Context: an optimization exercise on an open-source flow, tuned for small area. The choices shown serve that exercise and are no tape-out recipe.
At most, simulation tests tie the RTL to the original design; equivalence was not proved.
Power and IR drop assume default switching activity.

Design game_top, start of the top module:
module game_top #(
    parameter int TROOP_W = 9
) (
    input  logic               clk_100M,
    input  logic               reset,
    input  logic               key_ready,
    input  logic [2:0]         key_data,
    output logic               key_read_fin,
    input  logic               wb_cyc,
    input  logic               wb_stb,
    input  logic               wb_we,
    input  logic [7:0]         wb_adr,
    input  logic [31:0]        wb_dat_i,
    output logic [31:0]        wb_dat_o,
    output logic               wb_ack
);
    localparam int BOARD_W = 10;    
    localparam int POS_W   = 4;     
    localparam int STEP_W  = 12;    
    localparam int GROWTH_PERIOD_LOG2 = 4;
    localparam logic [POS_W-1:0] RED_CROWN_H  = 4'd2;
    localparam logic [POS_W-1:0] RED_CROWN_V  = 4'd3;
    localparam logic [POS_W-1:0] BLUE_CROWN_H = 4'd8;
    localparam logic [POS_W-1:0] BLUE_CROWN_V = 4'd7;
    localparam logic [1:0] NPC  = 2'd0;
    localparam logic [1:0] RED  = 2'd1;
    localparam logic [1:0] BLUE = 2'd2;
    localparam logic [1:0] TERRITORY = 2'd0;
    localparam logic [1:0] MOUNTAIN  = 2'd1;
    localparam logic [1:0] CROWN     = 2'd2;
    localparam logic [1:0] CITY      = 2'd3;
    localparam logic [2:0] KEY_W     = 3'd0;
    localparam logic [2:0] KEY_A     = 3'd1;
    localparam logic [2:0] KEY_S     = 3'd2;
    localparam logic [2:0] KEY_D     = 3'd3;
    localparam logic [2:0] KEY_SPACE = 3'd4;
    localparam logic [2:0] KEY_Z     = 3'd5;
    localparam logic [2:0] KEY_NONE  = 3'd6;    
    localparam logic [1:0] CHOOSE     = 2'b00;
    localparam logic [1:0] MOVE_TOTAL = 2'b10;
    localparam logic [1:0] MOVE_HALF  = 2'b11;
    localparam logic [2:0] READY        = 3'd0;
    localparam logic [2:0] IN_ROUND     = 3'd1;
    localparam logic [2:0] CHECK_WIN    = 3'd2;
    localparam logic [2:0] ROUND_SWITCH = 3'd3;
    localparam logic [2:0] GAME_OVER    = 3'd4;
    localparam logic [1:0] MOVE_BLOCKED  = 2'd0;
    localparam logic [1:0] MOVE_PEACEFUL = 2'd1;
    localparam logic [1:0] MOVE_ATTACK   = 2'd2;
    function automatic logic [3:0] layout_cell(logic [3:0] h, logic [3:0] v);
        if (h == RED_CROWN_H && v == RED_CROWN_V) begin
            layout_cell = {RED, CROWN};
  ...
Size in the first run: about 2800 cells after synthesis, about 1100 flip-flops, roughly 45000 um2 of cells after synthesis.
export LEC_CHECK = 0
export ABC_AREA = 1
export CAP_MARGIN = 20
export CORE_MARGIN = 2
export CORE_UTILIZATION = 60
export GPL_ROUTABILITY_DRIVEN = 0
export GPL_TIMING_DRIVEN = 1
export PLACE_DENSITY = 0.8
export SETUP_SLACK_MARGIN = 0.15
export SLEW_MARGIN = 20
create_clock -name core_clock -period 12.0 [get_ports {clk_100M}]
standard.sh (not shown) runs the stock make flow with config.mk's settings and CLKGATE_MAP_FILE= SYNTH_SCRIPT=/design/flow/synth_recipe.tcl, a recipe that flattens the netlist after the stock synthesis.
==> flow/flow/run.sh <==
#!/bin/bash
# Own layout flow: the standard flow (standard.sh) with two changes:
#  - synthesis: Yosys's abc pass maps the logic with flow/abc_map.script, an
#    area-oriented mapping, instead of ORFS's abc script (registers untouched);
#  - clock tree: clkbuf_4 buffers, larger sink clusters, no dummy loads;
#  - port buffers: buf_1 cells (every port still gets its buffer).
# Each tool's output is in orfs/logs (ORFS) and flow_make.log here.
set -euo pipefail
W=$(pwd)
cat > "$W/own_synth.tcl" <<EOS
# The standard synthesis (synth_recipe.tcl), with abc's script replaced
proc abc {args} {
  set i [lsearch -exact \$args -script]
  if {\$i >= 0} { lset args [expr {\$i + 1}] {$W/flow/abc_map.script} }
  puts "abc with script $W/flow/abc_map.script"
  yosys abc {*}\$args
}
source {$W/synth_recipe.tcl}
EOS
# the platform's don't-use cells, and the largest plain buffers
DONT_USE="sky130_fd_sc_hd__probe_p_8 sky130_fd_sc_hd__probec_p_8 sky130_fd_sc_hd__lpflow_bleeder_1 sky130_fd_sc_hd__lpflow_clkbufkapwr_1 sky130_fd_sc_hd__lpflow_clkbufkapwr_16 sky130_fd_sc_hd__lpflow_clkbufkapwr_2 sky130_fd_sc_hd__lpflow_clkbufkapwr_4 sky130_fd_sc_hd__lpflow_clkbufkapwr_8 sky130_fd_sc_hd__lpflow_clkinvkapwr_1 sky130_fd_sc_hd__lpflow_clkinvkapwr_16 sky130_fd_sc_hd__lpflow_clkinvkapwr_2 sky130_fd_sc_hd__lpflow_clkinvkapwr_4 sky130_fd_sc_hd__lpflow_clkinvkapwr_8 sky130_fd_sc_hd__lpflow_decapkapwr_12 sky130_fd_sc_hd__lpflow_decapkapwr_3 sky130_fd_sc_hd__lpflow_decapkapwr_4 sky130_fd_sc_hd__lpflow_decapkapwr_6 sky130_fd_sc_hd__lpflow_decapkapwr_8 sky130_fd_sc_hd__lpflow_inputiso0n_1 sky130_fd_sc_hd__lpflow_inputiso0p_1 sky130_fd_sc_hd__lpflow_inputiso1n_1 sky130_fd_sc_hd__lpflow_inputiso1p_1 sky130_fd_sc_hd__lpflow_inputisolatch_1 sky130_fd_sc_hd__lpflow_isobufsrc_1 sky130_fd_sc_hd__lpflow_isobufsrc_16 sky130_fd_sc_hd__lpflow_isobufsrc_2 sky130_fd_sc_hd__lpflow_isobufsrc_4 sky130_fd_sc_hd__lpflow_isobufsrc_8 sky130_fd_sc_hd__lpflow_isobufsrckapwr_16 sky130_fd_sc_hd__lpflow_lsbuf_lh_hl_isowell_tap_1 sky130_fd_sc_hd__lpflow_lsbuf_lh_hl_isowell_tap_2 sky130_fd_sc_hd__lpflow_lsbuf_lh_hl_isowell_tap_4 sky130_fd_sc_hd__lpflow_lsbuf_lh_isowell_4 sky130_fd_sc_hd__lpflow_lsbuf_lh_isowell_tap_1 sky130_fd_sc_hd__lpflow_lsbuf_lh_isowell_tap_2 sky130_fd_sc_hd__lpflow_lsbuf_lh_isowell_tap_4 sky130_fd_sc_hd__buf_12 sky130_fd_sc_hd__buf_16"
CTS="-sink_clustering_enable -repair_clock_nets -dont_use_dummy_load"
CTS="$CTS -buf_list sky130_fd_sc_hd__clkbuf_4 -sink_clustering_size 10 -sink_clustering_max_diameter 35"
bash "$W/standard.sh" "SYNTH_SCRIPT=$W/own_synth.tcl" "CTS_ARGS=$CTS" \
  "BUFFER_PORTS_ARGS=-buffer_cell sky130_fd_sc_hd__buf_1" "DONT_USE_CELLS=$DONT_USE" finish > "$W/flow_make.log" 2>&1
Other scripts of this flow, unchanged in this note and not shown: flow/flow/abc_map.script
Change:
--- a/flow/design.v
+++ b/flow/design.v
@@ -455,13 +455,12 @@
             rd_data[19:16] = cursor_h;
             rd_data[23:20] = cursor_v;
         end else if (cell_hit) begin
             rd_data[TROOP_W-1:0] = host_troop;
             rd_data[17:16]       = loaded ? PIECE_TAB[2*wb_idx +: 2] : TERRITORY;
             rd_data[25:24]       = loaded ? port_own : NPC;
-            if (req && need_port) {rd_data[9], rd_data[23:18]} = wb_idx;
         end
     end
     always_ff @(posedge clk_100M or posedge reset) begin
         if (reset) begin
             wb_ack <= 1'b0;
             start  <= 1'b0;
@@ -470,21 +469,17 @@
             start  <= req && wb_we && wb_adr == 8'd0 && wb_dat_i[0];
         end
     end
     always_ff @(posedge clk_100M) begin
         dat_q        <= rd_data;
         defer_q      <= req && need_port && cell_hit;
+        hq_idx       <= wb_idx;
         undo_hit_q   <= wb_idx == tgt_idx;
     end
-    assign hq_idx = {dat_q[9], dat_q[23:18]};
     always_comb begin
         wb_dat_o = dat_q;
-        if (defer_q) begin
-            wb_dat_o[9]     = 1'b0;
-            wb_dat_o[23:18] = '0;
-        end
         if (defer_q && !undo_hit_q) begin
             wb_dat_o[TROOP_W-1:0] = port_abs;
             wb_dat_o[25:24]       = port_own;
         end
     end
 endmodule
Effect: Sequential share of layout area falls by 0.18 points. Hold slack gains 10 ps. Clock power rises by a few percent. Cell count rises slightly. Synthesized cell count rises slightly. Total power falls slightly. Die area rises slightly. Setup slack gains 110 ps. Design area rises slightly. Area after synthesis rises slightly.

========
Another version of the RTL of game_top (not shown whole).
Size in the first run: roughly 2800 cells after synthesis, about 1100 flip-flops, roughly 83 I/O pins, roughly 45000 sq um of cells after synthesis.
==> flow/config.mk <==
export PLATFORM = sky130hd
export DESIGN_NAME = game_top
export DESIGN_NICKNAME = game_top
export VERILOG_FILES = /design/flow/design.v
export SDC_FILE = /design/flow/constraint.sdc
export NUM_CORES = 8
export LEC_CHECK = 0
export ABC_AREA = 1
export CAP_MARGIN = 20
export CORE_MARGIN = 2
export CORE_UTILIZATION = 60
export GPL_ROUTABILITY_DRIVEN = 0
export GPL_TIMING_DRIVEN = 1
export PLACE_DENSITY = 0.72
export SETUP_SLACK_MARGIN = 0.15
export SLEW_MARGIN = 20
==> flow/constraint.sdc <==
create_clock -name core_clock -period 12.0 [get_ports {clk_100M}]
set_input_delay 2.4000 -clock core_clock [delete_from_list [all_inputs] [get_ports {clk_100M}]]
set_output_delay 2.4000 -clock core_clock [all_outputs]
set_load 0.01 [all_outputs]
==> flow/flow/abc_map.script <==
strash
&get -n
&st
&dc2
&dch
&nf -R 1000
&put
Scripts as last shown in full above: flow/flow/run.sh
The baseline completed without violations.
Next try:
--- a/flow/design.v
+++ b/flow/design.v
@@ -247,22 +247,24 @@
     logic               attack;
     logic               move_req;
     logic [TROOP_W-1:0] dst_new;
     logic [1:0]         dst_own_new;
     logic [TROOP_W-1:0] g_tgt;
     logic [TROOP_W:0]   sent_g;        
+    logic [TROOP_W-1:0] sent_2g;       
     logic [TROOP_W-1:0] src_rel;
     logic               tgt_owned;
     logic               carry_g;       
     logic               gt;            
     logic               capture_owned;
     assign half       = cursor_mode == MOVE_HALF;
     assign sent       = half ? srcv >> 1 : srcv - 1'b1;
     assign src_left   = half ? (srcv >> 1) + TROOP_W'(srcv[0]) : TROOP_W'(1);
     assign g_tgt      = tgt_city ? g_city : g_terr;
     assign sent_g     = {1'b0, sent} - {1'b0, g_tgt};
+    assign sent_2g    = sent_g[TROOP_W-1:0] - g_tgt;
     assign src_rel    = srcv - g_tgt;
     assign own_target = port_own == current_player;
     assign tgt_owned  = port_own != NPC;
     assign carry_g    = port_sum[TROOP_W];    
     assign gt         = sent_g[TROOP_W-1:0] > port_rel;
     assign capture_owned = gt ? (carry_g || !sent_g[TROOP_W]) : (carry_g && !sent_g[TROOP_W]);
@@ -271,13 +273,13 @@
     assign attack     = tgt_owned && !own_target;
     assign move_req   = fsm_run && state == IN_ROUND && cursor_mode != CHOOSE
                         && tgt_ok && !blocked;
     logic [TROOP_W-1:0] r_pm_sent;
     assign r_pm_sent  = port_rel + (own_target ? sent : ~sent) + TROOP_W'(!own_target);
     assign dst_new    = !capture   ? r_pm_sent
-                      : tgt_owned  ? sent_g[TROOP_W-1:0] - port_abs
+                      : tgt_owned  ? sent_2g - port_rel
                       :              sent_g[TROOP_W-1:0];
     assign dst_own_new = capture ? current_player : port_own;
     logic               load;
     logic               wr_en;
     logic [3:0]         wr_h;
     logic [3:0]         wr_v;
Effect:
- setup slack improves by 0.033 ns
- global-route usage hardly moves
- sequential share of layout area barely changes
- power came out higher by 17%
- non-clock buffer count falls by 35
No functional check of the RTL was part of the first run of this note.

========
== the reference run ==
Another version of the RTL of game_top (not shown whole).
Size: ~1100 flip-flops, roughly 83 I/O pins, ~46000 um2 of cells after synthesis.
// game_top
module game_top #(
    parameter int TROOP_W = 9
) (
    input  logic               clk_100M,
    input  logic               reset,
    input  logic               key_ready,
    input  logic [2:0]         key_data,
    output logic               key_read_fin,
    input  logic               wb_cyc,
    input  logic               wb_stb,
    input  logic               wb_we,
    input  logic [7:0]         wb_adr,
    input  logic [31:0]        wb_dat_i,
    output logic [31:0]        wb_dat_o,
    output logic               wb_ack
);
==> flow/config.mk <==
export PLATFORM = sky130hd
export DESIGN_NAME = game_top
export DESIGN_NICKNAME = game_top
export VERILOG_FILES = /design/flow/design.v
export SDC_FILE = /design/flow/constraint.sdc
export NUM_CORES = 8
export LEC_CHECK = 0
export ABC_AREA = 1
export CAP_MARGIN = 20
export CORE_MARGIN = 2
export CORE_UTILIZATION = 60
export GPL_TIMING_DRIVEN = 0
export SLEW_MARGIN = 20
==> flow/constraint.sdc <==
create_clock -name core_clock -period 12.0 [get_ports {clk_100M}]
set_input_delay 2.4000 -clock core_clock [delete_from_list [all_inputs] [get_ports {clk_100M}]]
set_output_delay 2.4000 -clock core_clock [all_outputs]
set_load 0.01 [all_outputs]
==> flow/flow/run.sh <==
#!/bin/bash
# Own layout flow: the standard flow (standard.sh) with two changes:
#  - synthesis: Yosys's abc pass maps the logic with flow/abc_map.script, an
#    area-oriented mapping, instead of ORFS's abc script (registers untouched);
#  - clock tree: clkbuf_8 buffers, larger sink clusters, no dummy loads.
# Each tool's output is in orfs/logs (ORFS) and flow_make.log here.
set -euo pipefail
W=$(pwd)
cat > "$W/own_synth.tcl" <<EOS
# The standard synthesis (synth_recipe.tcl), with abc's script replaced
proc abc {args} {
  set i [lsearch -exact \$args -script]
  if {\$i >= 0} { lset args [expr {\$i + 1}] {$W/flow/abc_map.script} }
  puts "abc with script $W/flow/abc_map.script"
  yosys abc {*}\$args
}
source {$W/synth_recipe.tcl}
EOS
CTS="-sink_clustering_enable -repair_clock_nets -dont_use_dummy_load"
CTS="$CTS -buf_list sky130_fd_sc_hd__clkbuf_8 -sink_clustering_size 16 -sink_clustering_max_diameter 45"
bash "$W/standard.sh" "SYNTH_SCRIPT=$W/own_synth.tcl" "CTS_ARGS=$CTS" finish > "$W/flow_make.log" 2>&1
Scripts as last shown in full above: flow/flow/abc_map.script
Input changes introduced in the trial run (baseline for comparison: the reference run):
--- a/flow/design.v
+++ b/flow/design.v
@@ -199,41 +199,35 @@
     logic [TROOP_W-1:0] raw_troop;
     logic [1:0]         raw_own;
     logic [TROOP_W-1:0] port_rel;
     logic [1:0]         port_own;
     logic [TROOP_W-1:0] port_abs;
     assign need_port = fsm_run && state == IN_ROUND && pending != KEY_NONE;
     assign pidx = defer_q ? hq_idx : (need_port ? tgt_idx : wb_idx);
-    logic [TROOP_W-1:0] grp_troop [13];
-    logic [1:0]         grp_own   [13];
     always_comb begin
         for (int i = 0; i < 13; i++) begin
             phi_sel[i] = defer_q ? hq_idx[6:3] == 4'(i)
                        : need_port ? tgt_idx[6:3] == 4'(i) : wb_idx[6:3] == 4'(i);
         end
         for (int i = 0; i < 8; i++) begin
             plo_sel[i] = defer_q ? hq_idx[2:0] == 3'(i)
                        : need_port ? tgt_idx[2:0] == 3'(i) : wb_idx[2:0] == 3'(i);
         end
         raw_troop = '0;
         raw_own   = NPC;
         for (int g = 0; g < 13; g++) begin
-            grp_troop[g] = '0;
-            grp_own[g]   = NPC;
             for (int l = 0; l < 8; l++) begin
                 if (g * 8 + l < BOARD_W * BOARD_W
                     && piece_at(7'(g * 8 + l)) != MOUNTAIN) begin
-                    grp_troop[g] = grp_troop[g]
-                                 | ({TROOP_W{plo_sel[l]}} & cell_troop[(g*8+l) / BOARD_W][(g*8+l) % BOARD_W]);
-                    grp_own[g]   = grp_own[g]
-                                 | ({2{plo_sel[l]}} & cell_own[(g*8+l) / BOARD_W][(g*8+l) % BOARD_W]);
+                    raw_troop = raw_troop
+                              | ({TROOP_W{phi_sel[g] && plo_sel[l]}} & cell_troop[(g*8+l) / BOARD_W][(g*8+l) % BOARD_W]);
+                    raw_own   = raw_own
+                              | ({2{phi_sel[g] && plo_sel[l]}} & cell_own[(g*8+l) / BOARD_W][(g*8+l) % BOARD_W]);
                 end
             end
-            raw_troop = raw_troop | ({TROOP_W{phi_sel[g]}} & grp_troop[g]);
-            raw_own   = raw_own   | ({2{phi_sel[g]}} & grp_own[g]);
         end
     end
     assign port_rel = (defer_q && undo_hit_q) ? undo_troop_q : raw_troop;
     assign port_own = (defer_q && undo_hit_q) ? undo_own_q : raw_own;
     assign port_abs = (port_own == NPC) ? '0
                     : port_rel + (every_round_at(pidx) ? g_city : g_terr);
     logic               half;
@@ -269,16 +263,17 @@
     assign gt         = sent_g[TROOP_W-1:0] > port_rel;
     assign capture_owned = gt ? (carry_g || !sent_g[TROOP_W]) : (carry_g && !sent_g[TROOP_W]);
     assign capture    = !own_target && (tgt_owned ? capture_owned : sent != '0);
     assign blocked    = tgt_mtn;
     assign attack     = tgt_owned && !own_target;
     assign move_req   = fsm_run && state == IN_ROUND && cursor_mode != CHOOSE
                         && tgt_ok && !blocked;
-    assign dst_new    = own_target ? port_rel + sent
-                      : !capture   ? port_rel - sent
+    logic [TROOP_W-1:0] r_pm_sent;
+    assign r_pm_sent  = port_rel + (own_target ? sent : ~sent) + TROOP_W'(!own_target);
+    assign dst_new    = !capture   ? r_pm_sent
                       : tgt_owned  ? sent_2g - port_rel
                       :              sent_g[TROOP_W-1:0];
     assign dst_own_new = capture ? current_player : port_own;
     logic               load;
     logic               wr_en;
     logic [3:0]         wr_h;
     logic [3:0]         wr_v;
[summary]
In the trial run the implementation ran to completion but is not tape-out ready, as the final checks report negative setup slack.
Number of inserted diodes is lower on the reference run
Compared with the reference run, the trial run shows a higher largest vdd supply drop.
Of the trial run and the reference run, it is the trial run that has the higher total leakage power.
Compared with the reference run, the trial run shows switching power of the nets that has gone up by more than 10%.
The reference run → the trial run: layout net count increased about 2.2%; total wirelength of the detailed-routed design increased about 30%; final area increased 800 um2; sequential share of power decreased 1.2 points.
The trial run vs. the reference run: growth of design area from synthesis to finish went up by 2.3 points.
Run comparison: the trial run group with the largest share of power combinational cells; the reference run group with the largest share of power registers
Total power went up by a little under 10% going from the reference run to the trial run.
No functional check of the RTL was part of any run of this note.

## what the ideal ports hide
No port has a modelled driver above. Below, the same layouts with a new extraction and two added sets of constraints. Step 1 (the two cells are an assumption about what drives the block):
set clk [get_ports {clk_100M}]
set_driving_cell -lib_cell sky130_fd_sc_hd__clkbuf_16 $clk
set_driving_cell -lib_cell sky130_fd_sc_hd__buf_2 [delete_from_list [all_inputs] $clk]
Step 2 also shifts input and output timing later by t, the mid clock arrival at the registers, as if the neighbouring blocks saw the same clock. a / b / c = ideal ports / drivers / drivers and shift; a / b = the first two.
run	t (ns)	setup WS [ns]	worst setup path at the end
the first run of note 1	1.079	0.425 / 0.396 / 0.335	input to register
the second run of note 1	1.090	0.533 / 0.508 / 0.508	input to output
the first run of note 2	1.065	0.531 / 0.502 / 0.502	input to output
the second run of note 2	1.081	0.564 / 0.540 / 0.226	input to register
the reference run	0.785	0.451 / 0.433 / 0.287	input to register
the trial run	0.830	-0.155 / -0.179 / -0.906	input to register
The setup slack of the trial run, which loses most, moves by -0.024 ns with the drivers and by -0.751 ns with both steps.
